Source: an optimization exercise on an open RTL-to-GDS flow (aim: small area and few clock cycles per item). Production flows keep margins and buffers that such runs may drop.
Function was checked by simulation only, so behaviour that the tests miss may differ from the original.
Power figures rest on the tool's default switching activity, not on a simulated workload. The clock port is modelled as an ideal driver; clocking choices that lean on that would not hold on a real chip.

$ cat flow/design.v
`default_nettype none
package dither_pkg;
  typedef logic [15:0] rgb565_t;  
  typedef logic [8-1:0] gray_t;
  typedef logic signed [11-1:0] err_t;  
  typedef logic [11-1:0] hcount_t;
  typedef logic [10-1:0] vcount_t;
  typedef enum logic [1:0] {
    avg   = 2'd0,  
    red   = 2'd1,
    green = 2'd2,
    blue  = 2'd3
  } gray_sel_t;
  typedef struct packed {
    gray_t   gray;
    hcount_t hcount;
    vcount_t vcount;
  } gray_beat_t;
  typedef struct packed {
    logic    dot;  
    gray_t   gray;
    hcount_t hcount;
    vcount_t vcount;
  } dot_beat_t;
endpackage
`default_nettype wire
`timescale 1ns/1ps
`default_nettype none
module pipe_stage #(
  parameter int width = 8  
) (
  input  wire           clk_pixel,
  input  wire           rst_n,
  input  wire           in_valid,
  output logic          in_ready,
  input  wire [width-1:0] in_data,
  output logic          out_valid,
  input  wire           out_ready,
  output logic [width-1:0] out_data
);
  logic take;  
  logic give;  
  assign give = out_valid && out_ready;
  assign in_ready = !out_valid || out_ready;
  assign take = in_valid && in_ready;
  always_ff @(posedge clk_pixel or negedge rst_n) begin
    if (!rst_n) begin
      out_valid <= 1'b0;
    end else if (take) begin
      out_valid <= 1'b1;  
    end else if (give) begin
      out_valid <= 1'b0;  
    end
  end
  always_ff @(posedge clk_pixel) begin
    if (take) begin
      out_data <= in_data;
    end
  end
endmodule
`default_nettype wire
`timescale 1ns/1ps
`default_nettype none
module gray_convert (
  input  dither_pkg::rgb565_t        in_pixel,
  input  dither_pkg::gray_sel_t      gray_sel,
  output dither_pkg::gray_t          gray
);
  dither_pkg::gray_t  red8;       
  dither_pkg::gray_t  green8;
  dither_pkg::gray_t  blue8;
  logic [8+1:0] chan_sum;   
  logic [8+1:0] avg_full;
  assign red8   = {in_pixel[15:11], 3'b000};
  assign green8 = {in_pixel[10:5], 2'b00};
  assign blue8  = {in_pixel[4:0], 3'b000};
  assign chan_sum = {2'b00, red8} + {2'b00, green8} + {2'b00, blue8};
  assign avg_full = (chan_sum >> 2) + (chan_sum >> 4) + (chan_sum >> 6);
  always_comb begin
    case (gray_sel)
      dither_pkg::avg:     gray = avg_full[8-1:0];  
      dither_pkg::red:     gray = red8;
      dither_pkg::green:   gray = green8;
      dither_pkg::blue:    gray = blue8;
      default: gray = avg_full[8-1:0];
    endcase
  end
endmodule
`default_nettype wire
`timescale 1ns/1ps
`default_nettype none
module error_line_buffer #(
  parameter int line_width = 320,  
  parameter int ring_len   = 64,            
  parameter int share_w    = 8              
) (
  input  wire                      clk_pixel,
  input  wire [$clog2(line_width/ring_len)-1:0] ring_sel,  
  output logic [share_w-1:0]       rd_share,   
  input  wire                      wr_en,
  input  wire [share_w-1:0]        wr_share
);
  localparam int ring_count = line_width / ring_len;
  localparam int ring_bits  = ring_len * share_w;
  logic [share_w-1:0] tap [ring_count];
  for (genvar j = 0; j < ring_count; j++) begin : g_ring
    logic [ring_bits-1:0] ring;  
    assign tap[j] = ring[ring_bits-1 -: share_w];
    always_ff @(posedge clk_pixel) begin
      ring <= {ring[ring_bits-share_w-1:0],
               (wr_en && ring_sel == j) ? wr_share : tap[j]};
    end
  end
  assign rd_share = tap[ring_sel];
endmodule
`default_nettype wire
`timescale 1ns/1ps
`default_nettype none
module diffusion_core (
  input  dither_pkg::gray_t        gray,
  input  wire                      first_col,   
  input  wire                      first_row,   
  input  wire signed [7:0]         right_in,    
  input  wire signed [7:0]         down_in,     
  input  dither_pkg::gray_t        threshold,
  output logic                     dot,
  output logic signed [7:0]        right_out,
  output logic signed [7:0]        down_out
);
  logic signed [9:0] carry_term;
  logic signed [9:0] up_term;
  logic signed [9:0] sum;
  logic signed [8:0] err;
  assign carry_term = first_col ? 10'sd0 : 10'(right_in);
  assign up_term    = first_row ? 10'sd0 : 10'(down_in);
  assign sum = $signed({2'b00, gray}) + carry_term + up_term;
  assign dot = (sum >= $signed({2'b00, threshold}));
  assign err = dot ? 9'(sum - 10'sd255) : 9'(sum);
  assign right_out = 8'(err >>> 1);
  assign down_out  = 8'((err + 9'sd1) >>> 1);
endmodule
`default_nettype wire
`timescale 1ns/1ps
`default_nettype none
module dither_top #(
  parameter int line_width = 320
) (
  input  wire            clk_pixel,
  input  wire            rst_n,
  input  wire            in_valid,
  output logic           in_ready,
  input  dither_pkg::rgb565_t        in_pixel,
  input  dither_pkg::hcount_t        in_hcount,
  input  dither_pkg::vcount_t        in_vcount,
  input  dither_pkg::gray_sel_t      gray_sel,   
  input  dither_pkg::gray_t          threshold,  
  output logic           out_valid,
  input  wire            out_ready,
  output logic           out_dot,
  output dither_pkg::gray_t          out_gray,
  output dither_pkg::hcount_t        out_hcount,
  output dither_pkg::vcount_t        out_vcount
);
  localparam int ring_len = 64;  
  localparam int phase_w  = $clog2(ring_len);
  localparam int sel_w    = $clog2(line_width / ring_len);
  logic               stage_ready;
  logic               phase_ok;
  logic               accept;
  logic [phase_w-1:0] idle_phase;  
  logic               started;     
  dither_pkg::gray_t  gray;
  logic               dot;
  logic signed [7:0]  right_carry;
  logic signed [7:0]  right_share;
  logic signed [7:0]  down_share;
  logic signed [7:0]  up_share;
  dither_pkg::dot_beat_t beat_in;
  dither_pkg::dot_beat_t beat_out;
  assign phase_ok = (idle_phase == '0);
  assign in_ready = stage_ready && phase_ok;
  assign accept   = in_valid && in_ready;
  always_ff @(posedge clk_pixel or negedge rst_n) begin
    if (!rst_n) begin
      idle_phase <= '0;
      started    <= 1'b0;
    end else begin
      if (accept) begin
        started <= 1'b1;
      end
      if (!accept && started) begin
        idle_phase <= idle_phase + 1'b1;
      end
    end
  end
  gray_convert gray_conv (
    .in_pixel(in_pixel),
    .gray_sel(gray_sel),
    .gray(gray)
  );
  error_line_buffer #(
    .line_width(line_width),
    .ring_len(ring_len),
    .share_w(8)
  ) err_buf (
    .clk_pixel(clk_pixel),
    .ring_sel(in_hcount[phase_w +: sel_w]),
    .rd_share(up_share),
    .wr_en(accept),
    .wr_share(down_share)
  );
  diffusion_core diffuse (
    .gray(gray),
    .first_col(in_hcount == '0),
    .first_row(in_vcount == '0),
    .right_in(right_carry),
    .down_in(up_share),
    .threshold(threshold),
    .dot(dot),
    .right_out(right_share),
    .down_out(down_share)
  );
  always_ff @(posedge clk_pixel) begin
    if (accept) begin
      right_carry <= right_share;
    end
  end
  always_comb begin
    beat_in.dot    = dot;
    beat_in.gray   = gray;
    beat_in.hcount = in_hcount;
    beat_in.vcount = in_vcount;
  end
  pipe_stage #(
    .width(1 + 8 + 11 + 10)
  ) dot_stage (
    .clk_pixel(clk_pixel),
    .rst_n(rst_n),
    .in_valid(in_valid && phase_ok),
    .in_ready(stage_ready),
    .in_data(beat_in),
    .out_valid(out_valid),
    .out_ready(out_ready),
    .out_data(beat_out)
  );
  assign out_dot    = beat_out.dot;
  assign out_gray   = beat_out.gray;
  assign out_hcount = beat_out.hcount;
  assign out_vcount = beat_out.vcount;
endmodule
`default_nettype wire
$ cat flow/run.sh
#!/bin/bash
# synth_recipe.tcl (not shown) runs the flow's synth.tcl, then flattens the netlist and writes it again
# the make line also repeats each setting of config.mk as NAME=value (left out here)
make -C /OpenROAD-flow-scripts/flow DESIGN_CONFIG=/design/flow/config.mk WORK_HOME=/design/flow/orfs CLKGATE_MAP_FILE= SYNTH_SCRIPT=/design/flow/synth_recipe.tcl finish
$ cat flow/config.mk
export PLATFORM = sky130hd
export DESIGN_NAME = dither_top
export DESIGN_NICKNAME = dither_top
export VERILOG_FILES = /design/flow/design.v
export SDC_FILE = /design/flow/constraint.sdc
export NUM_CORES = 4
export LEC_CHECK = 0
export CAP_MARGIN = 20
export CORE_MARGIN = 2
export CORE_UTILIZATION = 45
export PLACE_DENSITY = 0.6
export SLEW_MARGIN = 20
$ cat flow/constraint.sdc
create_clock -name core_clock -period 12.0 [get_ports {clk_pixel}]
set_input_delay 2.4000 -clock core_clock [delete_from_list [all_inputs] [get_ports {clk_pixel}]]
set_output_delay 2.4000 -clock core_clock [all_outputs]
set_load 0.01 [all_outputs]
==> flow_summary.yaml, run 1 <==
floorplanning:
  dieArea_um2: 127000
  initial_core_util_pct: 45.3
  rows: 129
  fp.dieH_um: 357
  die_w_um: 357
  coreArea_um2: 123000
  ios: 83
finish:
  final_cells: 5183
  utilization_pct: 53.8
  fin_area_um2: 66400
  area_growth_syn_to_layout_pct: 18.8
  num-nets-final: 3470
  drive_above_1_share_pct: 11.3
clock_network:
  post_cts_buffers: 0
  cts-buffers-inserted: 220
  cts_resized: 0
  cts_sinks: 2606
  tritoncts: "yes"
  cts_root_buffer: "clkbuf_16"
  cts_hold_buf: 0
  clk_latency_ns: 0.81
  path_clk_slew_ns: 0.06
  h-tree-depth: 4
  cts_buffer_depth: 3
critical_path:
  critPathLaunch: "in_pixel[6]"
  cp_data_required_time_ns: 12.69
  arrival_ns: 11.58
  worstPathMaxFanout: 11
  cp-start-kind: "primary input"
  timing_worst_setup_path_type: "in2reg"
  max_stage_delay_ns: 0.55
  endpoint_kind: "flip-flop"
  crit_slowest_cell: "fa_1"
  crit_top_cell: "ha_1"
  r2r_start: "err_buf.g_ring[0].ring[505]"
yosys:
  syn-cell-area_um2: 55900
  synth_most_common_cell: "dfxtp_1"
  synthTopCellsByArea: "dfxtp_1, edfxtp_1, ha_1"
  synth_top_area_share_pct: 91.6
  synth_seq_cells: 2606
  synth_largest_area_cell: "dfxtp_1"
  ys_async_sr_fraction_pct: 0.307
  synth_warnings: 5
  synth.avg_cell_area_um2: 18.2
  ys_seq_area_share_pct: 94.0
  synth_cell_types: 57
  ys_top_cells_by_count: "dfxtp_1, nand2_1, inv_1"
  synth_edf_count: 38
  synth_cells: 3072
  ys.flop_type: "dfxtp_1"
  syn_nets: 3180
placement:
  place_ws_ns: 0.245
  port_buffers: 82
  dp_hpwl_mm: 34.9
  dp_cells: 4777
  place_area_um2: 58700
  place.gp.congestion: 0.774
timing:
  hold_viol_final: 0
  setup_tns_ns: 0
  layout_setup_ws_ns: 1.11
  finalClockSkew_ns: 0.0377
  drv_slew: 0
  tightest_slew_ns: 1.01
  whs_ns: 0.291
  finalSetupViolCount: 0
  fin_crit_ns: 10.89
  fmax_mhz: 91.8
  rsz0062_at_grt: "no"
  timing.final.crit_share_pct: 90.7
  slew_headroom_pct: 32.7
flow_run:
  cap_violations: 0
pwr:
  p_sw_mw: 3.63
  seq_power_share_pct: 51.4
  combinationalPowerShare_pct: 6.2
  pwr-share-clk_pct: 42.4
  peakVddDrop_v: 0.000173
  switching_share_pct: 21.5
  p_total_mw: 16.9
  power_density_nw_per_um2: 255
  p_leak_nw: 26.7
  internal_power_mw: 13.3
worst_hold_path:
  hp-start: "err_buf.g_ring[3].ring[58]"
  worstHoldPathType: "reg2reg"
global_routing:
  grt_pass1_vias: 20400
  grt_pass1_wl_mm: 107
  track_usage_pct: 10.7
  grt_max_degree: 31
  antenna_found_initial: 5
  gr-total-overflow: 0
routing:
  vias: 20400
  first_pass_iters: 4
  drc: 0
  antenna_left: 0
  routedWlPerCell_um: 12.6
  routed_via_density: 3.93
  drt-initial-drc-count: 958
  drt-total-wl_mm: 65.6
outcome:
  outcome: "timing/DRC/antenna clean"
[registers in the layout, summed over array words and instances, names as in the netlist]
signal	cells
err_buf.g_ring.ring	2560
dot_stage.out_data	30
right_carry	8
idle_phase	6
dot_stage.out_valid	1
started	1
[cell usage in the layout, fill, tap and decap left out, drive strengths merged, types with 24 or more instances in the layout]
| cell | instances |
|---|---|
| dfxtp | 2560 |
| clkbuf | 327 |
| clkdlybuf4s50 | 82 |
| inv | 59 |
| nand2 | 54 |
| o21ai | 49 |
| clkinv | 45 |
| ha | 40 |
| edfxtp | 38 |
| xnor2 | 26 |
| nor2 | 25 |
| a21oi | 24 |
[path summary, 6_finish.rpt]
path / end / slack [ns] / cells past startpoint
setup / recovery: err_buf.g_ring[1].ring[5] / 1.11 / 37
hold / removal: err_buf.g_ring[3].ring[66] / 0.29 / 0
setup reg to reg: err_buf.g_ring[1].ring[5] / 5.71 / 25
hold reg to reg: err_buf.g_ring[3].ring[66] / 0.29 / 0
max in group asynchronous: idle_phase[2] / 9.87 / 1
min in group asynchronous: idle_phase[1] / 1.87 / 1
[power groups by stage]
stage / logic, mW / registers (mW) / clock network, mW
global placement: 1.06 / 8.88 / 0
global route: 1.19 / 8.68 / 7.76
finish: 1.05 / 8.69 / 7.18
floorplan: 0.779 / 8.88 / 0
CTS: 1.07 / 8.69 / 7.39
detailed placement: 1.06 / 8.88 / 0
[critical path: cells and delay by family]
family | cells | cell delay, ns
AO/OA/AOI/OAI | 14 | 3.08
adder cells (fa/ha/maj) | 9 | 3.35
multiplexers | 2 | 0.59
XOR/XNOR | 4 | 1.07
AND/OR/NAND/NOR | 4 | 0.41
buffers and inverters | 4 | 0.66
[layer usage]
metal | vias to the layer above | track usage [%] | share of wire [%]
li1 | 10400 | - | -
met1 | 9479 | 15.9 | 54
met2 | 355 | 13.7 | 37
met3 | 159 | 3.73 | 5.9
met4 | 2 | 4.95 | 3.0
met5 | - | 0 | 0.012
[area by class of cell]
cell class | count | area, um2
multi-input combinational | 398 | 3070
fill | 9707 | 57000
antenna | 2 | 5.00
tap | 1637 | 2050
clock inverter | 77 | 1060
timing repair buffer | 87 | 858
clock buffer | 327 | 6630
sequential | 2606 | 52600
inverter | 49 | 184
[cell families after synthesis]
kind of cell	after synthesis	share of synthesized area [%]
XOR/XNOR	35	0.548
flip-flops	2606	94.0
multiplexers	25	0.615
AND/OR/NAND/NOR	158	1.43
AO/OA/AOI/OAI	123	1.38
adder cells (fa/ha/maj)	57	1.50
buffers and inverters	68	0.483
Testbench counts, summed over its fixed seeds: cycles 460,806, items 460,800.
==> run 2: changes to the inputs <==
--- a/flow/config.mk
+++ b/flow/config.mk
@@ -10,2 +10,5 @@
 export CORE_UTILIZATION = 45
+export CTS_BUF_LIST = sky130_fd_sc_hd__clkbuf_16
+export CTS_CLUSTER_DIAMETER = 60
+export CTS_CLUSTER_SIZE = 30
 export PLACE_DENSITY = 0.6
==> run 2 against run 1 <==
  * Still clean
  * Via count shrank 3.9%
  * Synthesized cell count did not move
  * Power shrank 16%
  * Core utilization fell by 3.3 points
  * Routed wire length is 5.5% lower
  * Maximum frequency is 0.92% lower
  * Cell count decreased by 4.3%
  * Flip-flop and latch count stayed put
  * Hold slack improved by 0.023 ns
  * Clock power shrank 37%
  * Highest routed layer unchanged
==> flow_summary.yaml, run 2 <==
pwr:
  combinationalPowerShare_pct: 7.4
  pwr-share-clk_pct: 31.6
  peakVddDrop_v: 0.000179
  seq_power_share_pct: 61.0
  power_density_nw_per_um2: 228
  internal_power_mw: 11.0
  p_leak_nw: 24.7
  p_total_mw: 14.2
  switching_share_pct: 22.8
  p_sw_mw: 3.25
global_routing:
  antenna_found_initial: 4
  gr-total-overflow: 0
  track_usage_pct: 9.85
  grt_pass1_vias: 19000
  grt_max_degree: 32
  grt_pass1_wl_mm: 100
floorplanning:
  die_w_um: 357
  fp.dieH_um: 357
  ios: 83
  initial_core_util_pct: 45.3
  dieArea_um2: 127000
  coreArea_um2: 123000
  rows: 129
timing:
  finalSetupViolCount: 0
  setup_tns_ns: 0
  slew_headroom_pct: 33.4
  rsz0062_at_grt: "no"
  fmax_mhz: 91.0
  fin_crit_ns: 10.99
  tightest_slew_ns: 0.996
  hold_viol_final: 0
  drv_slew: 0
  layout_setup_ws_ns: 1.01
  timing.final.crit_share_pct: 91.6
  finalClockSkew_ns: 0.0244
clock_network:
  tritoncts: "yes"
  cts_buffer_depth: 3
  clk_latency_ns: 0.72
  cts_root_buffer: "clkbuf_16"
  cts_hold_buf: 0
  cts_resized: 0
  cts_sinks: 2606
  cts-buffers-inserted: 111
  h-tree-depth: 3
  post_cts_buffers: 0
  path_clk_slew_ns: 0.10
critical_path:
  ff2ff_path_depth: 25
  r2r_start: "err_buf.g_ring[0].ring[505]"
  crit_top_cell: "ha_1"
  critPathLaunch: "in_pixel[6]"
  r2r_slack_ns: 5.69
  arrival_ns: 11.60
  timing_worst_setup_path_type: "in2reg"
  max_stage_delay_ns: 0.55
  crit_slowest_cell: "fa_1"
  worstPathMaxFanout: 11
  endpoint_kind: "flip-flop"
  crit_path_end: "err_buf.g_ring[1].ring[5]"
  r2r_end: "err_buf.g_ring[1].ring[5]"
  cp-start-kind: "primary input"
  cp_data_required_time_ns: 12.61
finish:
  largest_reg_flops: 2560
  num-nets-final: 3361
  top_regs: "err_buf.g_ring.ring x2560, dot_stage.out_data x30, right_carry x8"
  top_register: "err_buf.g_ring.ring"
  fillers: 10100
  layout_commonest_cell: "dfxtp_1"
  utilization_pct: 50.6
  final_cells: 4958
  area_growth_syn_to_layout_pct: 11.6
  final_cell_mix: "dfxtp_1, clkbuf_16, clkdlybuf4s50_1"
  drive_above_1_share_pct: 6.24
worst_hold_path:
  hp-start: "err_buf.g_ring[1].ring[260]"
  worstHoldPathType: "reg2reg"
  hold_path_depth: 0
routing:
  routed_via_density: 3.95
  drt-initial-drc-count: 1120
  routedWlPerCell_um: 12.5
  vias: 19600
  drc: 0
  antenna_left: 0
  drt-total-wl_mm: 61.9
  first_pass_iters: 4
yosys:
  ys_top_cells_by_count: "dfxtp_1, nand2_1, inv_1"
  syn-cell-area_um2: 55900
  synth_compound_gate_area_share_pct: 1.38
  ys.flop_type: "dfxtp_1"
  synth.area.mux_share_pct: 0.615
  ys_async_sr_fraction_pct: 0.307
  synth_largest_area_cell: "dfxtp_1"
  synth_top_area_share_pct: 91.6
  synth_fa_ha_area_share_pct: 1.50
  synth_top_family_by_area: "adder cells"
  synthTopCellsByArea: "dfxtp_1, edfxtp_1, ha_1"
  synthSimpleGateAreaFrac_pct: 1.43
  synth_most_common_cell: "dfxtp_1"
  synth_cell_types: 57
  synth_cells: 3072
  synth_edf_count: 38
  ys_seq_area_share_pct: 94.0
  synth.avg_cell_area_um2: 18.2
  syn_nets: 3180
  synth_warnings: 5
  synth_seq_cells: 2606
  synth_xor_area_share_pct: 0.548
outcome:
  outcome: "timing/DRC/antenna clean"
placement:
  dp_cells: 4777
  place_ws_ns: 0.245
  place.gp.congestion: 0.774
  port_buffers: 82
  dp_hpwl_mm: 34.9
flow_run:
  cap_violations: 0
## run 2: worst min path at each step
| stage | end | slack [ns] |
|---|---|---|
| 4_1_cts | err_buf.g_ring[1].ring[268] | 0.32 |
| 3_5_place_dp | err_buf.g_ring[0].ring[236] | 0.31 |
| 6_report | err_buf.g_ring[1].ring[268] | 0.31 |
| 2_1_floorplan | err_buf.g_ring[0].ring[100] | 0.31 |
| 5_1_grt | err_buf.g_ring[2].ring[229] | 0.32 |
| 3_3_place_gp | err_buf.g_ring[0].ring[170] | 0.31 |
## run 2: final cells by class
type / count / area (um2) / area share (%)
diodes: 2 / 5.00 / 0.00802
clock buffers: 111 / 2780 / 4.45
clock inverters: 68 / 890 / 1.43
inverters: 49 / 184 / 0.295
multi-input cells: 398 / 3070 / 4.91
flip-flops and latches: 2606 / 52600 / 84.3
well taps: 1637 / 2050 / 3.28
repair buffers: 87 / 858 / 1.38
## run 2: power by group through the flow
stage / clock network [mW] / registers (mW) / logic [mW]
after floorplan: 0 / 8.88 / 0.779
after global placement: 0 / 8.88 / 1.06
after detailed placement: 0 / 8.88 / 1.06
after CTS: 4.68 / 8.68 / 1.07
after global routing: 5.01 / 8.69 / 1.19
final: 4.50 / 8.68 / 1.06
## run 2: critical path, delay by kind of cell
kind            cells  cell delay, ns
simple gates        4            0.41
xor+xnor            4            1.07
buf+inv             4            0.66
compound gates     14            3.08
mux                 2            0.59
fa+ha+maj           9            3.35
## run 2: logic make-up (layout without fill, tap and decap cells)
logic type                 Yosys count  count (layout)
xor gates and xnor gates            35              35
other                                0               2
muxes                               25              25
adders and majority gates           57              57
DFF                               2606            2606
buffers and inverters               68             315
AOI/OAI and AO/OA                  123             123
and+or+nand+nor                    158             158
## run 2: layer usage
metal | wire, um | vias up | GRT usage [%]
met5 | 8 | - | 0
met4 | 1540 | 2 | 3.66
met3 | 3300 | 104 | 2.47
met2 | 22300 | 276 | 12.7
met1 | 34800 | 9161 | 15.7
li1 | - | 10000 | -
## run 2: stage by stage
step / hold WS (ns) / area (um2)
detailed placement: 0.312 / 58700
finish: 0.314 / 62400
global route: 0.316 / 62400
CTS: 0.315 / 62400
floorplan: 0.310 / 55900
global placement: 0.310 / 58700
==> run 3: changes to the inputs <==
--- a/flow/config.mk
+++ b/flow/config.mk
@@ -10,5 +10,5 @@
 export CORE_UTILIZATION = 45
-export CTS_BUF_LIST = sky130_fd_sc_hd__clkbuf_16
-export CTS_CLUSTER_DIAMETER = 60
-export CTS_CLUSTER_SIZE = 30
+export CTS_BUF_LIST = sky130_fd_sc_hd__clkbuf_8
+export CTS_CLUSTER_DIAMETER = 50
+export CTS_CLUSTER_SIZE = 18
 export PLACE_DENSITY = 0.6
==> run 3 against run 2 <==
  * Still clean on timing, DRC and antenna
  * Maximum frequency is 1.4% higher
  * Count of clock-buffer cells in the layout is 70 higher
  * Sequential share of layout area is 1.1 points higher
  * Non-clock buffer count stayed put
  * Clock power is 13% lower
  * Cell count is 0.95% higher
  * Core utilization is 0.63 points lower
==> flow_summary.yaml, run 3 <==
outcome:
  outcome: "timing/DRC/antenna clean"
global_routing:
  grtUsageMet3_pct: 3.17
  use_met1_pct: 15.6
  antenna_found_initial: 7
  use_met2_pct: 12.7
  grt_max_degree: 31
  track_usage_pct: 10.2
  grt_pass1_wl_mm: 102
  grt_pass1_vias: 19600
  grt.busiest_layer: "met1"
  gr-total-overflow: 0
yosys:
  synth_seq_cells: 2606
  synth_most_common_cell: "dfxtp_1"
  synth_largest_area_cell: "dfxtp_1"
  synth_warnings: 5
  ys.flop_type: "dfxtp_1"
  synth_top_area_share_pct: 91.6
  synth.avg_cell_area_um2: 18.2
  synth_cell_types: 57
  ys_async_sr_fraction_pct: 0.307
  syn_nets: 3180
  synth_cells: 3072
  synth_edf_count: 38
  ys_seq_area_share_pct: 94.0
  ys_top_cells_by_count: "dfxtp_1, nand2_1, inv_1"
  synthTopCellsByArea: "dfxtp_1, edfxtp_1, ha_1"
  syn-cell-area_um2: 55900
pwr:
  combinationalPowerShare_pct: 7.7
  p_leak_nw: 24.4
  internal_power_mw: 10.5
  pwr-share-clk_pct: 28.6
  peakVddDrop_v: 0.000146
  power_density_nw_per_um2: 221
  seq_power_share_pct: 63.7
  switching_share_pct: 22.9
  p_sw_mw: 3.12
worst_hold_path:
  worstHoldPathType: "reg2reg"
  hold_path_depth: 0
  hp-start: "err_buf.g_ring[3].ring[169]"
  min_to: "err_buf.g_ring[3].ring[177]"
finish:
  layout_commonest_cell: "dfxtp_1"
  multi_input_area_um2: 3070
  top_regs: "err_buf.g_ring.ring x2560, dot_stage.out_data x30, right_carry x8"
  top_register: "err_buf.g_ring.ring"
  drive_above_1_share_pct: 7.46
  num-nets-final: 3423
  largest_reg_flops: 2560
  final_cell_mix: "dfxtp_1, clkbuf_8, clkdlybuf4s50_1"
  seq_area_um2: 52600
  fillers: 10200
  area_growth_syn_to_layout_pct: 10.2
critical_path:
  crit_top_cell: "ha_1"
  endpoint_kind: "flip-flop"
  timing_worst_setup_path_type: "in2reg"
  r2r_slack_ns: 5.68
  cp.depth: 37
  cp-start-kind: "primary input"
  crit_slowest_cell: "fa_1"
  path_delay_family: "adder cells"
  crit_buf_inv: 4
  max_stage_delay_ns: 0.55
  worstPathMaxFanout: 11
  r2r_end: "err_buf.g_ring[1].ring[5]"
  r2r_start: "err_buf.g_ring[0].ring[505]"
  ff2ff_path_depth: 25
  arrival_ns: 11.60
  cp_data_required_time_ns: 12.76
routing:
  vias: 19800
  drt-total-wl_mm: 62.8
  routed_via_density: 3.96
  first_pass_iters: 4
  drt-initial-drc-count: 1137
  antenna_left: 0
  routedWlPerCell_um: 12.5
  drc: 0
timing:
  timing.final.crit_share_pct: 90.4
  layout_setup_ws_ns: 1.16
  drv_slew: 0
  fin_crit_ns: 10.84
  setup_tns_ns: 0
  hold_viol_final: 0
  finalClockSkew_ns: 0.0281
  slew_headroom_pct: 32.2
  rsz0062_at_grt: "no"
  tightest_slew_ns: 1.01
  fmax_mhz: 92.2
  finalSetupViolCount: 0
clock_network:
  cts-buffers-inserted: 173
  cts_sinks: 2606
  tritoncts: "yes"
  post_cts_buffers: 0
  h-tree-depth: 4
  path_clk_slew_ns: 0.10
  cts_buffer_depth: 3
  clk_latency_ns: 0.85
  cts_resized: 0
  cts_root_buffer: "clkbuf_8"
  cts_hold_buf: 0
placement:
  place_ws_ns: 0.245
  dp_hpwl_mm: 34.9
  port_buffers: 82
  place.gp.congestion: 0.774
floorplanning:
  coreArea_um2: 123000
  fp.dieH_um: 357
  dieArea_um2: 127000
  rows: 129
  die_w_um: 357
  ios: 83
  initial_core_util_pct: 45.3
flow_run:
  cap_violations: 0
-- run 3: changes by cell type in the layout (fill, tap and decap cells not counted), sizes merged --
| cell | delta |
|---|---|
| clkinv | -20 |
| clkinvlp | -2 |
| clkbuf | +70 |
| bufinv | -5 |
| inv | +2 |
| diode | +2 |
-- run 3: cell families (layout without fill, tap and decap cells) --
group	Yosys count	count (layout)	synth area share, %
AO/OA/AOI/OAI	123	123	1.38
AND/OR/NAND/NOR	158	158	1.43
flip-flops	2606	2606	94.0
multiplexers	25	25	0.615
adder cells (fa/ha/maj)	57	57	1.50
XOR/XNOR	35	35	0.548
other	0	4	0
buffers and inverters	68	360	0.483
-- run 3: area by class of cell --
| class | count | area share (%) |
|---|---|---|
| flip-flops and latches | 2606 | 85.3 |
| repair buffers | 87 | 1.39 |
| clock inverters | 43 | 0.645 |
| well taps | 1637 | 3.32 |
| diodes | 4 | 0.0162 |
| multi-input cells | 398 | 4.97 |
| inverters | 49 | 0.298 |
| clock buffers | 181 | 4.04 |
-- run 3: metal layers --
| layer | wire (um) | vias up |
|---|---|---|
| met5 | 13 | - |
| met4 | 1960 | 2 |
| met3 | 3870 | 145 |
| met2 | 22400 | 355 |
| met1 | 34500 | 9227 |
| li1 | - | 10100 |
-- run 3: worst max path at each step --
| stage | start | to |
|---|---|---|
| 6_report | in_pixel[6] | err_buf.g_ring[1].ring[5] |
| 2_1_floorplan | in_pixel[6] | err_buf.g_ring[1].ring[7] |
| 5_1_grt | in_pixel[6] | err_buf.g_ring[2].ring[5] |
| 3_5_place_dp | in_pixel[6] | err_buf.g_ring[1].ring[5] |
| 3_3_place_gp | in_pixel[6] | err_buf.g_ring[4].ring[5] |
| 4_1_cts | in_pixel[6] | err_buf.g_ring[1].ring[5] |
-- run 3: per-stage QoR --
step	cell area, um2	cells	utilization, %	hold slack, ns	total power, mW
final	61600	5005	49.9	0.305	13.6
after global routing	61600	5003	49.9	0.294	14.3
after CTS	61600	5001	49.9	0.304	13.8
after detailed placement	58700	4777	47.6	0.312	9.94
after global placement	58700	4777	47.6	0.310	9.94
after floorplan	55900	3072	-	0.310	9.66
-- run 3: worst reg2reg max path: stages (launching register included) --
cell       delay [ns]
dfxtp_1          0.43
nand2b_1         0.15
o311ai_0         0.14
o21ai_0          0.12
o2111ai_1        0.21
fa_1             0.57
inv_1            0.04
ha_1             0.23
fa_1             0.42
xnor2_1          0.35
inv_1            0.21
ha_1             0.33
a21o_1           0.16
a211oi_1         0.20
o21ai_0          0.15
a221o_1          0.44
o21ai_4          0.26
inv_2            0.13
nand2_1          0.09
nand2_1          0.07
ha_1             0.26
and3_1           0.17
o2bb2ai_1        0.12
o21ai_1          0.37
xnor2_1          0.28
mux2_2           0.32
-- run 3: power groups by stage --
stage          logic [mW]  clock network [mW]  registers (mW)
2_1_floorplan       0.779                   0            8.88
3_3_place_gp         1.06                   0            8.88
3_5_place_dp         1.06                   0            8.88
4_1_cts              1.07                4.09            8.68
5_1_grt              1.19                4.42            8.69
6_report             1.05                3.90            8.68
==> run 4: changes to the inputs <==
==> flow/flow/run.sh (new file) <==
#!/bin/bash
# Standard layout, with the clock tree built without dummy loads and the
# ports buffered with the smallest buffer.
set -euo pipefail
bash standard.sh \
  'CTS_ARGS=-sink_clustering_enable -repair_clock_nets -sink_clustering_size 18 -sink_clustering_max_diameter 50 -buf_list sky130_fd_sc_hd__clkbuf_8 -dont_use_dummy_load' \
  'BUFFER_PORTS_ARGS=-buffer_cell sky130_fd_sc_hd__buf_1' \
  finish > standard_flow.log 2>&1
==> flow/standard.sh (new file) <==
#!/bin/bash
# synth_recipe.tcl (not shown) runs the flow's synth.tcl, then flattens the netlist and writes it again
# the make line also repeats each setting of config.mk as NAME=value (left out here)
make -C /OpenROAD-flow-scripts/flow DESIGN_CONFIG=/design/flow/config.mk WORK_HOME=/design/flow/orfs CLKGATE_MAP_FILE= SYNTH_SCRIPT=/design/flow/synth_recipe.tcl "${@:-finish}"
removed: flow/run.sh
==> run 4 against run 3 <==
  * Hold slack worse by 0.081 ns
  * Count of clock-buffer cells in the layout decreased by 7
  * Cell area shrank 1.6%
  * Synthesized cell count stayed put
  * Routed wire length is 2.1% lower
  * Clock skew rose by 0.072 ns
  * Sequential share of layout area increased by 1.4 points
  * Combinational power hardly changed
  * Critical path depth decreased by 1
  * Still clean
==> flow_summary.yaml, run 4 <==
yosys:
  synth_cells: 3072
  synth_most_common_cell: "dfxtp_1"
  syn_nets: 3180
  synth_largest_area_cell: "dfxtp_1"
  syn-cell-area_um2: 55900
  ys.flop_type: "dfxtp_1"
  synth_warnings: 5
  ys_seq_area_share_pct: 94.0
  synth_cell_types: 57
  synth.avg_cell_area_um2: 18.2
  synth_top_area_share_pct: 91.6
  ys_top_cells_by_count: "dfxtp_1, nand2_1, inv_1"
  ys_async_sr_fraction_pct: 0.307
  synthTopCellsByArea: "dfxtp_1, edfxtp_1, ha_1"
  synth_seq_cells: 2606
  synth_edf_count: 38
clock_network:
  cts_hold_buf: 0
  clk_latency_ns: 0.85
  tritoncts: "yes"
  cts-buffers-inserted: 174
  cts_sinks: 2606
  cts_buffer_depth: 3
  cts_resized: 0
  cts_root_buffer: "clkbuf_8"
  post_cts_buffers: 0
  path_clk_slew_ns: 0.10
  h-tree-depth: 4
timing:
  rsz0062_at_grt: "no"
  finalClockSkew_ns: 0.0999
  finalSetupViolCount: 0
  tightest_slew_ns: 0.757
  drv_slew: 0
  hold_viol_final: 0
  fin_crit_ns: 10.55
  setup_tns_ns: 0
  layout_setup_ws_ns: 1.45
  timing.final.crit_share_pct: 88.0
  whs_ns: 0.223
  slew_headroom_pct: 49.3
  fmax_mhz: 94.7
finish:
  largest_reg_flops: 2560
  multi_input_area_um2: 3070
  final_cell_mix: "dfxtp_1, clkbuf_8, buf_1"
  seq_area_um2: 52600
  num-nets-final: 3425
  top_regs: "err_buf.g_ring.ring x2560, dot_stage.out_data x30, right_carry x8"
  area_growth_syn_to_layout_pct: 8.43
  utilization_pct: 49.1
  layout_commonest_cell: "dfxtp_1"
  fillers: 10300
  drive_above_1_share_pct: 6.40
  fin_area_um2: 60600
  final_cells: 4954
  top_register: "err_buf.g_ring.ring"
routing:
  drt-initial-drc-count: 1102
  drt-total-wl_mm: 61.5
  routed_via_density: 3.98
  routedWlPerCell_um: 12.4
  vias: 19700
  drc: 0
  first_pass_iters: 6
  antenna_left: 0
placement:
  place.gp.congestion: 0.748
  port_buffers: 82
  place_area_um2: 58200
  dp_cells: 4778
  place_ws_ns: 0.578
  dp_hpwl_mm: 34.3
flow_run:
  cap_violations: 0
critical_path:
  cp_data_required_time_ns: 12.75
  endpoint_kind: "flip-flop"
  worstPathMaxFanout: 11
  timing_worst_setup_path_type: "in2reg"
  max_stage_delay_ns: 0.56
  crit_top_cell: "ha_1"
  cp-start-kind: "primary input"
  arrival_ns: 11.31
  crit_slowest_cell: "or4_1"
floorplanning:
  initial_core_util_pct: 45.3
  fp.dieH_um: 357
  coreArea_um2: 123000
  die_w_um: 357
  dieArea_um2: 127000
  ios: 83
  rows: 129
outcome:
  outcome: "timing/DRC/antenna clean"
pwr:
  p_total_mw: 13.3
  power_density_nw_per_um2: 220
  p_leak_nw: 23.9
  peakVddDrop_v: 0.000123
global_routing:
  grt_max_degree: 31
  track_usage_pct: 10.0
  grt_pass1_vias: 19400
  gr-total-overflow: 0
  antenna_found_initial: 5
  grt_pass1_wl_mm: 101
worst_hold_path:
  worstHoldPathType: "reg2reg"
[run 4: power by group]
| part | internal, mW | switching (mW) | leakage (nW) |
|---|---|---|---|
| Combinational | 0.379 | 0.661 | 1.65 |
| Clock | 1.30 | 2.29 | 1.25 |
| Sequential | 8.68 | 0 | 21.0 |
[run 4: cells by family (layout without fill, tap and decap cells)]
kind of cell | Yosys count | in the layout | share of synthesized area (%)
AO/OA/AOI/OAI | 123 | 123 | 1.38
XOR/XNOR | 35 | 35 | 0.548
adder cells (fa/ha/maj) | 57 | 57 | 1.50
buffers and inverters | 68 | 311 | 0.483
flip-flops | 2606 | 2606 | 94.0
multiplexers | 25 | 25 | 0.615
other | 0 | 2 | 0
AND/OR/NAND/NOR | 158 | 158 | 1.43
[run 4: layout make-up]
type	count	share of cell area, %
sequential	2606	86.7
multi-input combinational	398	5.06
clock buffer	174	3.95
tap	1637	3.38
timing repair buffer	88	0.582
inverter	49	0.303
antenna	2	0.00825
[run 4: routing by layer]
metal | GRT usage [%] | wire length [um] | up-vias
li1 | - | - | 10000
met1 | 15.1 | 34100 | 9212
met2 | 12.7 | 21900 | 319
met3 | 3.16 | 3570 | 159
met4 | 4.78 | 1930 | 2
met5 | 0 | 12 | -
[run 4: critical path, delay by kind of cell]
kind	cells	cell delay [ns]
compound gates	15	3.18
xor+xnor	4	1.02
fa+ha+maj	9	3.36
buf+inv	4	0.32
mux	1	0.26
simple gates	3	0.74
[run 4: path summary, 6_finish.rpt]
kind	from	endpoint	slack, ns	depth (start not counted)
setup / recovery	in_pixel[6]	err_buf.g_ring[3].ring[7]	1.45	36
hold / removal	err_buf.g_ring[2].ring[112]	err_buf.g_ring[2].ring[120]	0.22	0
setup reg to reg	err_buf.g_ring[0].ring[505]	err_buf.g_ring[3].ring[7]	5.79	24
hold reg to reg	err_buf.g_ring[2].ring[112]	err_buf.g_ring[2].ring[120]	0.22	0
max in group asynchronous	rst_n	idle_phase[2]	10.23	1
min in group asynchronous	rst_n	idle_phase[1]	1.44	1
==> run 5: changes to the inputs <==
==> flow/flow/run.sh (replaced) <==
#!/bin/bash
# Standard layout, with the clock tree built without dummy loads and the
# ports buffered with the smallest buffer.
set -euo pipefail
bash standard.sh \
  'CTS_ARGS=-sink_clustering_enable -repair_clock_nets -sink_clustering_size 34 -sink_clustering_max_diameter 80 -buf_list sky130_fd_sc_hd__clkbuf_16 -dont_use_dummy_load' \
  'BUFFER_PORTS_ARGS=-buffer_cell sky130_fd_sc_hd__buf_1' \
  finish > standard_flow.log 2>&1
--- a/flow/config.mk
+++ b/flow/config.mk
@@ -10,5 +10,2 @@
 export CORE_UTILIZATION = 45
-export CTS_BUF_LIST = sky130_fd_sc_hd__clkbuf_8
-export CTS_CLUSTER_DIAMETER = 50
-export CTS_CLUSTER_SIZE = 18
 export PLACE_DENSITY = 0.6
==> run 5 against run 4 <==
  * Sequential share of layout area grew 0.18 points
  * First-iteration DRC count increased by 7.4%
  * Combinational power hardly changed
  * Clock power barely moved
  * Synthesized cell count is the same
  * Still clean
  * Largest power group unchanged
  * Cell area decreased by 0.20%
  * Clock skew fell by 0.0079 ns
  * Synthesized area unchanged
  * Count of clock-buffer cells in the layout fell by 83
==> flow_summary.yaml, run 5 <==
timing:
  tightest_slew_ns: 0.777
  whs_ns: 0.244
  timing.final.crit_share_pct: 89.4
  slew_headroom_pct: 47.9
  hold_viol_final: 0
  drv_slew: 0
  finalClockSkew_ns: 0.0921
  fmax_mhz: 93.2
  fin_crit_ns: 10.73
  rsz0062_at_grt: "no"
  setup_tns_ns: 0
  finalSetupViolCount: 0
yosys:
  ys.flop_type: "dfxtp_1"
  synth_seq_cells: 2606
  synth_largest_area_cell: "dfxtp_1"
  synthTopCellsByArea: "dfxtp_1, edfxtp_1, ha_1"
  syn_nets: 3180
  synth_cells: 3072
  synth_cell_types: 57
  synth_top_area_share_pct: 91.6
  synth_most_common_cell: "dfxtp_1"
  ys_top_cells_by_count: "dfxtp_1, nand2_1, inv_1"
  ys_seq_area_share_pct: 94.0
  ys_async_sr_fraction_pct: 0.307
  synth.avg_cell_area_um2: 18.2
  syn-cell-area_um2: 55900
  synth_warnings: 5
  synth_edf_count: 38
critical_path:
  cp_data_required_time_ns: 12.56
  ff2ff_path_depth: 24
  r2r_end: "err_buf.g_ring[3].ring[5]"
  crit_top_cell: "ha_1"
  crit_slowest_cell: "fa_1"
  r2r_start: "err_buf.g_ring[0].ring[506]"
  worstPathMaxFanout: 11
  timing_worst_setup_path_type: "in2reg"
  endpoint_kind: "flip-flop"
  max_stage_delay_ns: 0.55
  cp-start-kind: "primary input"
  r2r_slack_ns: 5.82
  arrival_ns: 11.29
global_routing:
  grt_pass1_wl_mm: 98.1
  antenna_found_initial: 4
  grt_max_degree: 35
  track_usage_pct: 9.60
  grt_pass1_vias: 18500
  gr-total-overflow: 0
finish:
  num-nets-final: 3342
  final_cell_mix: "dfxtp_1, clkbuf_16, buf_1"
  top_regs: "err_buf.g_ring.ring x2560, dot_stage.out_data x30, right_carry x8"
  layout_commonest_cell: "dfxtp_1"
  num_antenna_cells: 0
  largest_reg_flops: 2560
  drive_above_1_share_pct: 3.99
  top_register: "err_buf.g_ring.ring"
  area_growth_syn_to_layout_pct: 8.22
clock_network:
  tritoncts: "yes"
  cts_resized: 0
  post_cts_buffers: 0
  cts_hold_buf: 0
  cts_root_buffer: "clkbuf_16"
  cts_buffer_depth: 3
  path_clk_slew_ns: 0.12
  clk_latency_ns: 0.70
  h-tree-depth: 3
  cts-buffers-inserted: 91
  cts_sinks: 2606
pwr:
  power_density_nw_per_um2: 220
  p_leak_nw: 23.8
  combinationalPowerShare_pct: 7.8
  peakVddDrop_v: 0.000143
  seq_power_share_pct: 65.1
  switching_share_pct: 21.7
  internal_power_mw: 10.4
  p_sw_mw: 2.90
  pwr-share-clk_pct: 27.1
floorplanning:
  fp.dieH_um: 357
  die_w_um: 357
  coreArea_um2: 123000
  ios: 83
  rows: 129
  initial_core_util_pct: 45.3
  dieArea_um2: 127000
routing:
  routedWlPerCell_um: 12.4
  drc: 0
  routed_via_density: 3.96
  first_pass_iters: 4
  drt-initial-drc-count: 1184
  drt-total-wl_mm: 60.4
  antenna_left: 0
  vias: 19300
worst_hold_path:
  hold_path_depth: 0
  min_to: "err_buf.g_ring[2].ring[195]"
  hp-start: "err_buf.g_ring[2].ring[187]"
  worstHoldPathType: "reg2reg"
flow_run:
  cap_violations: 0
placement:
  port_buffers: 82
  place.gp.congestion: 0.748
  dp_hpwl_mm: 34.3
outcome:
  outcome: "timing/DRC/antenna clean"
run 5: cell counts after synthesis:
No cell type changed its count.
run 5: cells by family (layout without fill, tap and decap cells):
family / count (synthesis) / after routing / synth area share, %
AO/OA/AOI/OAI: 123 / 123 / 1.38
multiplexers: 25 / 25 / 0.615
flip-flops: 2606 / 2606 / 94.0
buffers and inverters: 68 / 228 / 0.483
adder cells (fa/ha/maj): 57 / 57 / 1.50
XOR/XNOR: 35 / 35 / 0.548
AND/OR/NAND/NOR: 158 / 158 / 1.43
run 5: final cells by class:
class	instances	area, um2
well taps	1637	2050
clock buffers	91	2280
fillers	10300	63000
flip-flops and latches	2606	52600
multi-input cells	398	3070
repair buffers	88	353
inverters	49	184
run 5: metrics by stage:
stage / worst slack [ns] / utilization [%] / instance area, um2 / power (mW) / cells
6_report: 1.27 / 49.0 / 60500 / 13.3 / 4869
5_1_grt: 0.632 / 49.0 / 60500 / 13.9 / 4869
4_1_cts: 1.27 / 49.0 / 60500 / 13.5 / 4869
3_5_place_dp: 0.578 / 47.2 / 58200 / 9.93 / 4778
3_3_place_gp: 0.674 / 47.2 / 58200 / 9.93 / 4778
2_1_floorplan: 1.81 / - / 55900 / 9.66 / 3072
run 5: layer usage:
layer  global-route usage [%]  wire length [um]
met5                        0                26
met4                     3.54              1590
met3                     2.15              3210
met2                     12.6             21500
met1                     15.3             34100
run 5: worst max-delay path, delay by kind of cell:
kind / cells / cell delay [ns]
mux: 2 / 0.57
compound gates: 14 / 3.10
xor+xnor: 4 / 1.11
buf+inv: 4 / 0.32
simple gates: 4 / 0.42
fa+ha+maj: 9 / 3.35
run 5: worst max path at each step:
stage | start | end | cells after the start
floorplan | in_pixel[6] | err_buf.g_ring[1].ring[7] | 34
global placement | in_pixel[6] | err_buf.g_ring[3].ring[5] | 36
detailed placement | in_pixel[6] | err_buf.g_ring[3].ring[5] | 37
CTS | in_pixel[6] | err_buf.g_ring[3].ring[5] | 37
global route | in_pixel[6] | err_buf.g_ring[4].ring[5] | 36
finish | in_pixel[6] | err_buf.g_ring[3].ring[5] | 37
run 5: power by group through the flow:
stage / Combinational, mW / Clock [mW] / Sequential (mW)
finish: 1.04 / 3.61 / 8.69
global route: 1.18 / 4.07 / 8.69
CTS: 1.05 / 3.77 / 8.69
detailed placement: 1.04 / 0 / 8.88
global placement: 1.05 / 0 / 8.88
floorplan: 0.779 / 0 / 8.88
==> run 6: changes to the inputs <==
==> flow/flow/run.sh (replaced) <==
#!/bin/bash
# Standard layout, with the clock tree built without dummy loads and the
# ports buffered with the smallest buffer.
set -euo pipefail
bash standard.sh \
  'CTS_ARGS=-sink_clustering_enable -repair_clock_nets -sink_clustering_size 20 -sink_clustering_max_diameter 60 -buf_list sky130_fd_sc_hd__clkbuf_8 -dont_use_dummy_load' \
  'BUFFER_PORTS_ARGS=-buffer_cell sky130_fd_sc_hd__buf_1' \
  finish > standard_flow.log 2>&1
--- a/flow/config.mk
+++ b/flow/config.mk
@@ -9,4 +9,4 @@
 export CORE_MARGIN = 2
-export CORE_UTILIZATION = 45
-export PLACE_DENSITY = 0.6
+export CORE_UTILIZATION = 60
+export PLACE_DENSITY = 0.7
 export SLEW_MARGIN = 20
==> run 6 against run 5 <==
  * Still clean
  * Hold slack worse by 0.0026 ns
  * Power down 1.1%
  * Combinational power up 6%
  * Critical endpoint is now err_buf.g_ring[2].ring[7]
  * Synthesized cell count unchanged
  * Die area down 25%
  * Synthesized area unchanged
  * Non-clock buffer count down 1
  * Clock skew up 0.028 ns
  * Global-route usage up 4.8 points
  * Sequential power about the same
  * Cell count down 6.8%
==> flow_summary.yaml, run 6 <==
outcome:
  outcome: "timing/DRC/antenna clean"
placement:
  dp_hpwl_mm: 38.6
  place.gp.congestion: 0.796
  dp_cells: 4383
  place_ws_ns: 0.175
  port_buffers: 82
flow_run:
  cap_violations: 0
critical_path:
  r2r_slack_ns: 5.36
  cp-start-kind: "primary input"
  endpoint_kind: "flip-flop"
  crit_top_cell: "ha_1"
  crit_slowest_cell: "fa_1"
  worstPathMaxFanout: 11
  crit_buf_inv: 4
  cp_data_required_time_ns: 12.66
  timing_worst_setup_path_type: "in2reg"
  arrival_ns: 11.53
  max_stage_delay_ns: 0.57
  path_delay_family: "adder cells"
timing:
  rsz0062_at_grt: "no"
  fmax_mhz: 92.0
  layout_setup_ws_ns: 1.13
  tightest_slew_ns: 1.03
  hold_viol_final: 0
  fin_crit_ns: 10.87
  timing.final.crit_share_pct: 90.6
  finalClockSkew_ns: 0.120
  drv_slew: 0
  setup_tns_ns: 0
  finalSetupViolCount: 0
  slew_headroom_pct: 31.6
global_routing:
  track_usage_pct: 14.4
  grt_pass1_wl_mm: 107
  gr-total-overflow: 0
  grt_max_degree: 31
  antenna_found_initial: 2
  grt_pass1_vias: 20300
clock_network:
  cts_resized: 0
  cts_buffer_depth: 3
  cts_hold_buf: 0
  cts_root_buffer: "clkbuf_8"
  post_cts_buffers: 0
  h-tree-depth: 4
  cts-buffers-inserted: 153
  tritoncts: "yes"
  path_clk_slew_ns: 0.10
  cts_sinks: 2606
  clk_latency_ns: 0.83
floorplanning:
  rows: 111
  ios: 83
  fp.dieH_um: 309
  initial_core_util_pct: 60.7
  dieArea_um2: 95700
  die_w_um: 309
  coreArea_um2: 92100
routing:
  routedWlPerCell_um: 14.7
  vias: 19700
  routed_via_density: 4.33
  drt-total-wl_mm: 66.6
  drc: 0
  drt-initial-drc-count: 836
  antenna_left: 0
  first_pass_iters: 5
pwr:
  power_density_nw_per_um2: 220
  peakVddDrop_v: 0.000183
  p_total_mw: 13.2
  p_leak_nw: 23.8
yosys:
  synth_warnings: 5
  syn_nets: 3180
  ys_top_cells_by_count: "dfxtp_1, nand2_1, inv_1"
  synth_edf_count: 38
  synth_top_area_share_pct: 91.6
  ys_async_sr_fraction_pct: 0.307
  ys_seq_area_share_pct: 94.0
  synth_seq_cells: 2606
  ys.flop_type: "dfxtp_1"
  synth_most_common_cell: "dfxtp_1"
  synth.avg_cell_area_um2: 18.2
  syn-cell-area_um2: 55900
  synth_cell_types: 57
  synth_largest_area_cell: "dfxtp_1"
  synth_cells: 3072
  synthTopCellsByArea: "dfxtp_1, edfxtp_1, ha_1"
finish:
  top_register: "err_buf.g_ring.ring"
  area_growth_syn_to_layout_pct: 7.03
  num-nets-final: 3403
  final_cells: 4537
  drive_above_1_share_pct: 5.77
  layout_commonest_cell: "dfxtp_1"
  top_regs: "err_buf.g_ring.ring x2560, dot_stage.out_data x30, right_carry x8"
  final_cell_mix: "dfxtp_1, clkbuf_8, buf_1"
  largest_reg_flops: 2560
  utilization_pct: 65.0
worst_hold_path:
  worstHoldPathType: "reg2reg"
-- run 6: power by group --
| part | switching, mW | internal [mW] |
|---|---|---|
| Combinational | 0.717 | 0.382 |
| Clock | 2.25 | 1.15 |
| Sequential | 0 | 8.68 |
-- run 6: cell type report --
| type | count | area (um2) |
|---|---|---|
| inverter | 49 | 184 |
| multi-input combinational | 398 | 3070 |
| antenna | 1 | 2.50 |
| tap | 1243 | 1560 |
| clock buffer | 153 | 2110 |
| timing repair buffer | 87 | 345 |
| sequential | 2606 | 52600 |
| fill | 6183 | 32200 |
-- run 6: per-layer routing --
layer  global-route usage (%)  vias up  wire length [um]
met5                        0        -                 0
met4                     5.46        0              1640
met3                     3.54      131              2890
met2                     20.4      298             26800
met1                     21.4     9231             35200
li1                         -     9997                 -
-- run 6: logic make-up (layout without fill, tap and decap cells) --
family                     Yosys count  count (layout)  share of synthesized area [%]
AOI/OAI and AO/OA                  123             123                           1.38
xor gates and xnor gates            35              35                          0.548
adders and majority gates           57              57                           1.50
buffers and inverters               68             289                          0.483
DFF                               2606            2606                           94.0
muxes                               25              25                          0.615
other                                0               1                              0
and+or+nand+nor                    158             158                           1.43
-- run 6: worst reg2reg max path: stages, from the launching register on --
cell and delay, ns:
dfxtp_1 0.49, nand2b_1 0.16, o311ai_0 0.13, o21ai_0 0.11, o2111ai_1 0.31, fa_1 0.62
inv_1 0.04, ha_1 0.24, fa_1 0.43, a211oi_1 0.46, o21ai_0 0.21, nor2b_1 0.17
buf_4 0.17, ha_1 0.20, a211oi_1 0.19, o21ai_0 0.12, a221o_1 0.46, o21ai_4 0.27
inv_2 0.12, xnor2_1 0.16, ha_1 0.24, o2111ai_1 0.13, o2bb2ai_1 0.18, o21ai_1 0.25
or4_1 0.57, nand3_1 0.10
-- run 6: worst paths after layout --
path	cells after the start	start	end
max reg2reg	25	err_buf.g_ring[0].ring[505]	err_buf.g_ring[2].ring[7]
min reg2reg	0	err_buf.g_ring[4].ring[474]	err_buf.g_ring[4].ring[482]
max in group asynchronous	1	rst_n	started
min in group asynchronous	1	rst_n	idle_phase[5]
max	36	in_pixel[6]	err_buf.g_ring[2].ring[7]
min	0	err_buf.g_ring[4].ring[474]	err_buf.g_ring[4].ring[482]
-- run 6: metrics by stage --
stage | cell area, um2 | hold slack [ns]
floorplan | 55900 | 0.310
global placement | 57700 | 0.310
detailed placement | 57700 | 0.312
CTS | 59900 | 0.250
global route | 59900 | 0.248
finish | 59900 | 0.242
==> run 7: changes to the inputs <==
--- a/flow/design.v
+++ b/flow/design.v
@@ -132,3 +132,3 @@
   logic signed [9:0] sum;
-  logic signed [8:0] err;
+  logic        [9:0] sum_dot;  
   assign carry_term = first_col ? 10'sd0 : 10'(right_in);
@@ -136,6 +136,6 @@
   assign sum = $signed({2'b00, gray}) + carry_term + up_term;
-  assign dot = (sum >= $signed({2'b00, threshold}));
-  assign err = dot ? 9'(sum - 10'sd255) : 9'(sum);
-  assign right_out = 8'(err >>> 1);
-  assign down_out  = 8'((err + 9'sd1) >>> 1);
+  assign dot = !sum[9] && (sum[8] || (sum[7:0] >= threshold));
+  assign sum_dot = sum + 10'(dot);
+  assign right_out = {sum_dot[8] ^ dot, sum_dot[7:1]};
+  assign down_out  = right_out + 8'(sum_dot[0]);
 endmodule
@@ -163,3 +163,3 @@
 );
-  localparam int ring_len = 64;  
+  localparam int ring_len = 32;  
   localparam int phase_w  = $clog2(ring_len);
==> run 7 against run 6 <==
  * Critical path depth up 5
  * Cell count is 1.8% higher
  * Via count grew 4.7%
  * Hold slack better by 0.012 ns
  * Cell area grew 1.4%
  * Flip-flop and latch count shrank 1
  * Register-to-register slack worse by 0.49 ns
  * Routed wire length rose by 11%
  * Synthesized cell count increased by 2.1%
==> flow_summary.yaml, run 7 <==
global_routing:
  grt_pass1_wl_mm: 115
  track_usage_pct: 15.6
  grt_max_degree: 35
  grt_pass1_vias: 20900
  gr-total-overflow: 0
  antenna_found_initial: 13
placement:
  port_buffers: 82
  dp_cells: 4462
  dp_hpwl_mm: 46.3
  place_area_um2: 58600
  place.gp.congestion: 0.863
pwr:
  peakVddDrop_v: 0.000181
  p_total_mw: 13.3
  p_leak_nw: 24.2
  power_density_nw_per_um2: 219
timing:
  fmax_mhz: 88.8
  drv_slew: 0
  finalSetupViolCount: 0
  timing.final.crit_share_pct: 93.9
  whs_ns: 0.253
  tightest_slew_ns: 0.981
  slew_headroom_pct: 34.6
  hold_viol_final: 0
  finalClockSkew_ns: 0.0768
  rsz0062_at_grt: "no"
  fin_crit_ns: 11.27
worst_hold_path:
  min_to: "err_buf.g_ring[4].ring[67]"
  worstHoldPathType: "reg2reg"
  hold_path_depth: 0
  hp-start: "err_buf.g_ring[4].ring[59]"
finish:
  final_cells: 4620
  final_cell_mix: "dfxtp_1, clkbuf_8, buf_1"
  multi_input_area_um2: 3850
  fillers: 6316
  top_regs: "err_buf.g_ring.ring x2560, dot_stage.out_data x30, right_carry x8"
  area_growth_syn_to_layout_pct: 7.06
  num-nets-final: 3474
  top_register: "err_buf.g_ring.ring"
  drive_above_1_share_pct: 7.71
  layout_commonest_cell: "dfxtp_1"
  largest_reg_flops: 2560
  fin_area_um2: 60700
  seq_area_um2: 52600
yosys:
  synthTopCellsByArea: "dfxtp_1, edfxtp_1, mux2_2"
  synth_warnings: 5
  synth_most_common_cell: "dfxtp_1"
  synth.avg_cell_area_um2: 18.1
  synth_seq_cells: 2605
  syn-cell-area_um2: 56700
  ys_top_cells_by_count: "dfxtp_1, mux2_2, inv_1"
  synth_top_area_share_pct: 90.4
  ys.flop_type: "dfxtp_1"
  syn_nets: 3250
  synth_cells: 3138
  synth_edf_count: 38
  ys_async_sr_fraction_pct: 0.269
  synth_largest_area_cell: "dfxtp_1"
  synth_cell_types: 66
  ys_seq_area_share_pct: 92.7
critical_path:
  r2r_end: "err_buf.g_ring[1].ring[7]"
  worstPathMaxFanout: 10
  crit_slowest_cell: "fa_1"
  cp-start-kind: "primary input"
  ff2ff_path_depth: 25
  r2r_slack_ns: 4.87
  crit_top_cell: "ha_1"
  arrival_ns: 12.01
  endpoint_kind: "flip-flop"
  timing_worst_setup_path_type: "in2reg"
  r2r_start: "err_buf.g_ring[6].ring[249]"
  max_stage_delay_ns: 0.55
  cp_data_required_time_ns: 12.75
floorplanning:
  fp.dieH_um: 311
  dieArea_um2: 97000
  die_w_um: 311
  initial_core_util_pct: 60.6
  coreArea_um2: 93500
  rows: 112
  ios: 83
routing:
  drt-total-wl_mm: 74.0
  routedWlPerCell_um: 16.0
  drt-initial-drc-count: 1104
  routed_via_density: 4.46
  drc: 0
  first_pass_iters: 6
  vias: 20600
  antenna_left: 0
clock_network:
  cts-buffers-inserted: 152
  cts_sinks: 2605
  cts_root_buffer: "clkbuf_8"
  cts_resized: 0
  clk_latency_ns: 0.82
  path_clk_slew_ns: 0.10
  cts_hold_buf: 0
  h-tree-depth: 4
  cts_buffer_depth: 3
  post_cts_buffers: 0
  tritoncts: "yes"
flow_run:
  cap_violations: 0
outcome:
  outcome: "timing/DRC/antenna clean"
==> run 7: worst max path at each step <==
stage	end	startpoint	slack, ns	depth (start not counted)
after floorplan	err_buf.g_ring[0].ring[6]	in_pixel[6]	1.39	36
after global placement	err_buf.g_ring[2].ring[5]	in_pixel[11]	0.23	39
after detailed placement	err_buf.g_ring[9].ring[5]	in_pixel[6]	-0.13	41
after CTS	err_buf.g_ring[0].ring[5]	in_pixel[6]	0.73	41
after global routing	err_buf.g_ring[7].ring[7]	in_pixel[6]	0.12	41
final	err_buf.g_ring[1].ring[7]	in_pixel[6]	0.73	41
==> run 7: cell type report <==
| cell class | count | area share [%] |
|---|---|---|
| sequential | 2605 | 86.6 |
| antenna | 6 | 0.0247 |
| clock buffer | 152 | 3.45 |
| inverter | 51 | 0.315 |
| timing repair buffer | 94 | 0.668 |
| multi-input combinational | 458 | 6.34 |
| tap | 1254 | 2.59 |
==> run 7: worst max-delay path: cells and delay by family <==
family	cells	cell delay (ns)
AOI/OAI and AO/OA	13	2.66
and+or+nand+nor	8	1.34
buffers and inverters	5	0.41
adders and majority gates	9	3.29
xor gates and xnor gates	5	1.66
muxes	1	0.25
==> run 7: cells by family (layout without fill, tap and decap cells) <==
logic type | count (synthesis) | in the layout | share of synthesized area, %
buffers and inverters | 75 | 297 | 0.501
flip-flops | 2605 | 2605 | 92.7
multiplexers | 78 | 78 | 1.63
other | 0 | 6 | 0
AO/OA/AOI/OAI | 128 | 128 | 1.55
adder cells (fa/ha/maj) | 61 | 61 | 1.57
XOR/XNOR | 32 | 32 | 0.547
AND/OR/NAND/NOR | 159 | 159 | 1.46
==> run 7: where the power goes <==
part           total (mW)  switching, mW  internal [mW]
clock network        3.40           2.25           1.15
logic                1.22          0.798          0.420
registers            8.68              0           8.68
==> run 7: layer usage <==
layer	track usage (%)	share of wire, %
met1	22.9	51
met2	21.7	40
met3	4.14	5.2
met4	7.14	3.8
met5	0	0.068
==> run 7: metrics by stage <==
stage	worst slack [ns]	setup TNS [ns]	utilization (%)
floorplan	1.39	0	-
global placement	0.234	0	62.6
detailed placement	-0.127	-1.18	62.7
CTS	0.730	0	64.9
global route	0.124	0	64.9
finish	0.733	0	64.9
Testbench counts of run 7, summed over its fixed seeds: cycles 460,806, items 460,800.
==> run 8: changes to the inputs <==
==> flow/flow/run.sh (replaced) <==
#!/bin/bash
# Standard layout, with the clock tree built without dummy loads and the
# ports buffered with the smallest buffer.
set -euo pipefail
bash standard.sh \
  'CTS_ARGS=-sink_clustering_enable -repair_clock_nets -sink_clustering_size 32 -sink_clustering_max_diameter 50 -buf_list sky130_fd_sc_hd__clkbuf_16 -dont_use_dummy_load' \
  'BUFFER_PORTS_ARGS=-buffer_cell sky130_fd_sc_hd__buf_1' \
  finish > standard_flow.log 2>&1
--- a/flow/config.mk
+++ b/flow/config.mk
@@ -9,4 +9,4 @@
 export CORE_MARGIN = 2
-export CORE_UTILIZATION = 60
-export PLACE_DENSITY = 0.7
+export CORE_UTILIZATION = 70
+export PLACE_DENSITY = 0.8
 export SLEW_MARGIN = 20
==> run 8 against run 7 <==
  * Count of clock-buffer cells in the layout down 20
  * Clock skew up 0.016 ns
  * Cell count down 4.7%
  * Register-to-register slack worse by 0.24 ns
  * Maximum frequency up 0.40%
  * Largest cell class unchanged
==> flow_summary.yaml, run 8 <==
floorplanning:
  dieArea_um2: 83300
  fp.dieH_um: 289
  ios: 83
  rows: 104
  coreArea_um2: 80300
  die_w_um: 289
  initial_core_util_pct: 70.6
yosys:
  ys_async_sr_fraction_pct: 0.269
  synth.avg_cell_area_um2: 18.1
  synth_warnings: 5
  synthTopCellsByArea: "dfxtp_1, edfxtp_1, mux2_2"
  synth_largest_area_cell: "dfxtp_1"
  ys_top_cells_by_count: "dfxtp_1, mux2_2, inv_1"
  synth_cell_types: 66
  synth_edf_count: 38
  synth_cells: 3138
  syn-cell-area_um2: 56700
  ys_seq_area_share_pct: 92.7
  syn_nets: 3250
  ys.flop_type: "dfxtp_1"
  synth_seq_cells: 2605
  synth_top_area_share_pct: 90.4
  synth_most_common_cell: "dfxtp_1"
global_routing:
  antenna_found_initial: 20
  track_usage_pct: 23.5
  grt_pass1_wl_mm: 141
  grt_max_degree: 37
  gr-total-overflow: 0
  grt_pass1_vias: 23400
routing:
  first_pass_iters: 6
  drc: 0
  antenna_left: 0
  routedWlPerCell_um: 21.7
  drt-initial-drc-count: 1241
  drt-total-wl_mm: 95.5
  routed_via_density: 4.86
  vias: 21400
timing:
  setup_tns_ns: 0
  layout_setup_ws_ns: 0.778
  slew_headroom_pct: 21.4
  drv_slew: 0
  rsz0062_at_grt: "no"
  hold_viol_final: 0
  tightest_slew_ns: 1.17
  finalSetupViolCount: 0
  fin_crit_ns: 11.22
  fmax_mhz: 89.1
  timing.final.crit_share_pct: 93.5
  finalClockSkew_ns: 0.0928
clock_network:
  cts_sinks: 2605
  h-tree-depth: 4
  clk_latency_ns: 0.76
  cts_hold_buf: 0
  cts_root_buffer: "clkbuf_16"
  cts_buffer_depth: 3
  cts-buffers-inserted: 132
  tritoncts: "yes"
  path_clk_slew_ns: 0.11
placement:
  place.gp.congestion: 0.905
  port_buffers: 82
  dp_cells: 4269
  dp_hpwl_mm: 54.0
  place_ws_ns: -0.0157
finish:
  final_cells: 4403
  final_cell_mix: "dfxtp_1, clkbuf_16, buf_1"
  utilization_pct: 76.8
  seq_area_um2: 52600
  num-nets-final: 3455
  fillers: 4007
  largest_reg_flops: 2560
  area_growth_syn_to_layout_pct: 8.76
  top_regs: "err_buf.g_ring.ring x2560, dot_stage.out_data x30, right_carry x8"
  multi_input_area_um2: 3850
  top_register: "err_buf.g_ring.ring"
  drive_above_1_share_pct: 7.12
  layout_commonest_cell: "dfxtp_1"
critical_path:
  r2r_start: "err_buf.g_ring[7].ring[249]"
  timing_worst_setup_path_type: "in2reg"
  r2r_end: "err_buf.g_ring[3].ring[6]"
  worstPathMaxFanout: 10
  arrival_ns: 11.84
  endpoint_kind: "flip-flop"
  r2r_slack_ns: 4.63
  crit_slowest_cell: "fa_1"
  crit_top_cell: "ha_1"
  ff2ff_path_depth: 25
  cp-start-kind: "primary input"
  cp_data_required_time_ns: 12.62
  max_stage_delay_ns: 0.56
pwr:
  peakVddDrop_v: 0.000195
  internal_power_mw: 11.1
  p_leak_nw: 24.7
  power_density_nw_per_um2: 232
  combinationalPowerShare_pct: 8.2
  switching_share_pct: 22.7
  pwr-share-clk_pct: 31.1
  seq_power_share_pct: 60.7
  p_sw_mw: 3.25
worst_hold_path:
  worstHoldPathType: "reg2reg"
  min_to: "err_buf.g_ring[8].ring[78]"
  hold_path_depth: 0
  hp-start: "err_buf.g_ring[8].ring[70]"
flow_run:
  cap_violations: 0
outcome:
  outcome: "timing/DRC/antenna clean"
-- run 8: cell counts after synthesis --
No cell type changed its count.
-- run 8: worst max-delay path by stage --
| stage | from | end | slack (ns) | cells after the start |
|---|---|---|---|---|
| after floorplan | in_pixel[6] | err_buf.g_ring[0].ring[6] | 1.39 | 36 |
| after global placement | in_pixel[6] | err_buf.g_ring[2].ring[5] | 0.13 | 41 |
| after detailed placement | in_pixel[6] | err_buf.g_ring[7].ring[5] | -0.02 | 41 |
| after CTS | in_pixel[6] | err_buf.g_ring[3].ring[5] | 0.69 | 39 |
| after global routing | in_pixel[6] | err_buf.g_ring[3].ring[7] | 0.12 | 41 |
| final | in_pixel[6] | err_buf.g_ring[0].ring[7] | 0.78 | 37 |
-- run 8: repair_timing --
| action | CTS | global route |
|---|---|---|
| gates resized for setup | 0 | 1 |
| endpoints found under the hold margin | 0 | 0 |
| setup buffers | 0 | 0 |
| setup endpoints to repair | 0 | 2 |
-- run 8: cells by family (layout without fill, tap and decap cells) --
logic type,count (synthesis),count (layout),share of synthesized area [%]
other,0,2,0
buffers and inverters,75,278,0.501
adder cells (fa/ha/maj),61,61,1.57
flip-flops,2605,2605,92.7
AND/OR/NAND/NOR,159,159,1.46
XOR/XNOR,32,32,0.547
multiplexers,78,78,1.63
AO/OA/AOI/OAI,128,128,1.55
-- run 8: stage by stage --
step,power (mW),hold slack [ns],instance area [um2]
finish,14.3,0.246,61700
global placement,9.98,0.310,58300
detailed placement,10.0,0.312,58300
global route,14.8,0.245,61600
floorplan,9.63,0.310,56700
CTS,14.4,0.246,61600
-- run 8: power groups by stage --
stage,Sequential (mW),Combinational [mW],Clock [mW]
3_3_place_gp,8.88,1.10,0
2_1_floorplan,8.88,0.755,0
4_1_cts,8.68,1.16,4.53
5_1_grt,8.68,1.29,4.80
6_report,8.68,1.18,4.44
3_5_place_dp,8.88,1.13,0
-- run 8: critical path: cells and delay by family --
family	cells	cell delay (ns)
adder cells (fa/ha/maj)	9	3.44
AO/OA/AOI/OAI	9	1.89
AND/OR/NAND/NOR	10	1.68
XOR/XNOR	4	1.40
multiplexers	2	0.81
buffers and inverters	3	0.23
-- run 8: cell type report --
type / instances / share of cell area, %
flip-flops and latches: 2605 / 85.3
multi-input cells: 458 / 6.25
clock buffers: 132 / 5.36
well taps: 1060 / 2.15
repair buffers: 95 / 0.662
inverters: 51 / 0.311
diodes: 2 / 0.00812
-- run 8: routing by layer --
layer	GRT usage [%]	vias to the layer above	share of wire [%]
li1	-	10300	-
met1	29.6	10400	42
met2	40.9	546	50
met3	3.73	207	4.2
met4	9.27	2	3.4
met5	0	-	0.010

## what the ideal ports hide
No port has a modelled driver above. Below, the same layouts with a new extraction and two added sets of constraints.
Step 1: set_driving_cell puts a clkbuf_16 on clk_pixel and a buf_2 on each other input, an assumption about the parent block.
Step 2 times the ports against the registers' clock, not the clock port: input delays grow and output delays shrink by t, the midpoint of the rising clock arrivals with the driver on.
Slacks: no drivers / after step 1 / after step 2; pairs: no drivers / after step 1.
run	t (ns)	slack for setup (ns)
run 1	0.849	1.112 / 1.152 / 0.303
run 2	0.770	1.011 / 1.051 / 0.281
run 3	0.912	1.158 / 1.194 / 0.282
run 4	0.874	1.445 / 1.489 / 0.615
run 5	0.709	1.269 / 1.311 / 0.602
run 6	0.837	1.132 / 1.164 / 0.327
run 7	0.852	0.733 / 0.772 / -0.080
run 8	0.765	0.778 / 0.800 / 0.035
Met with ideal ports but missed after step 2: setup timing in run 7.
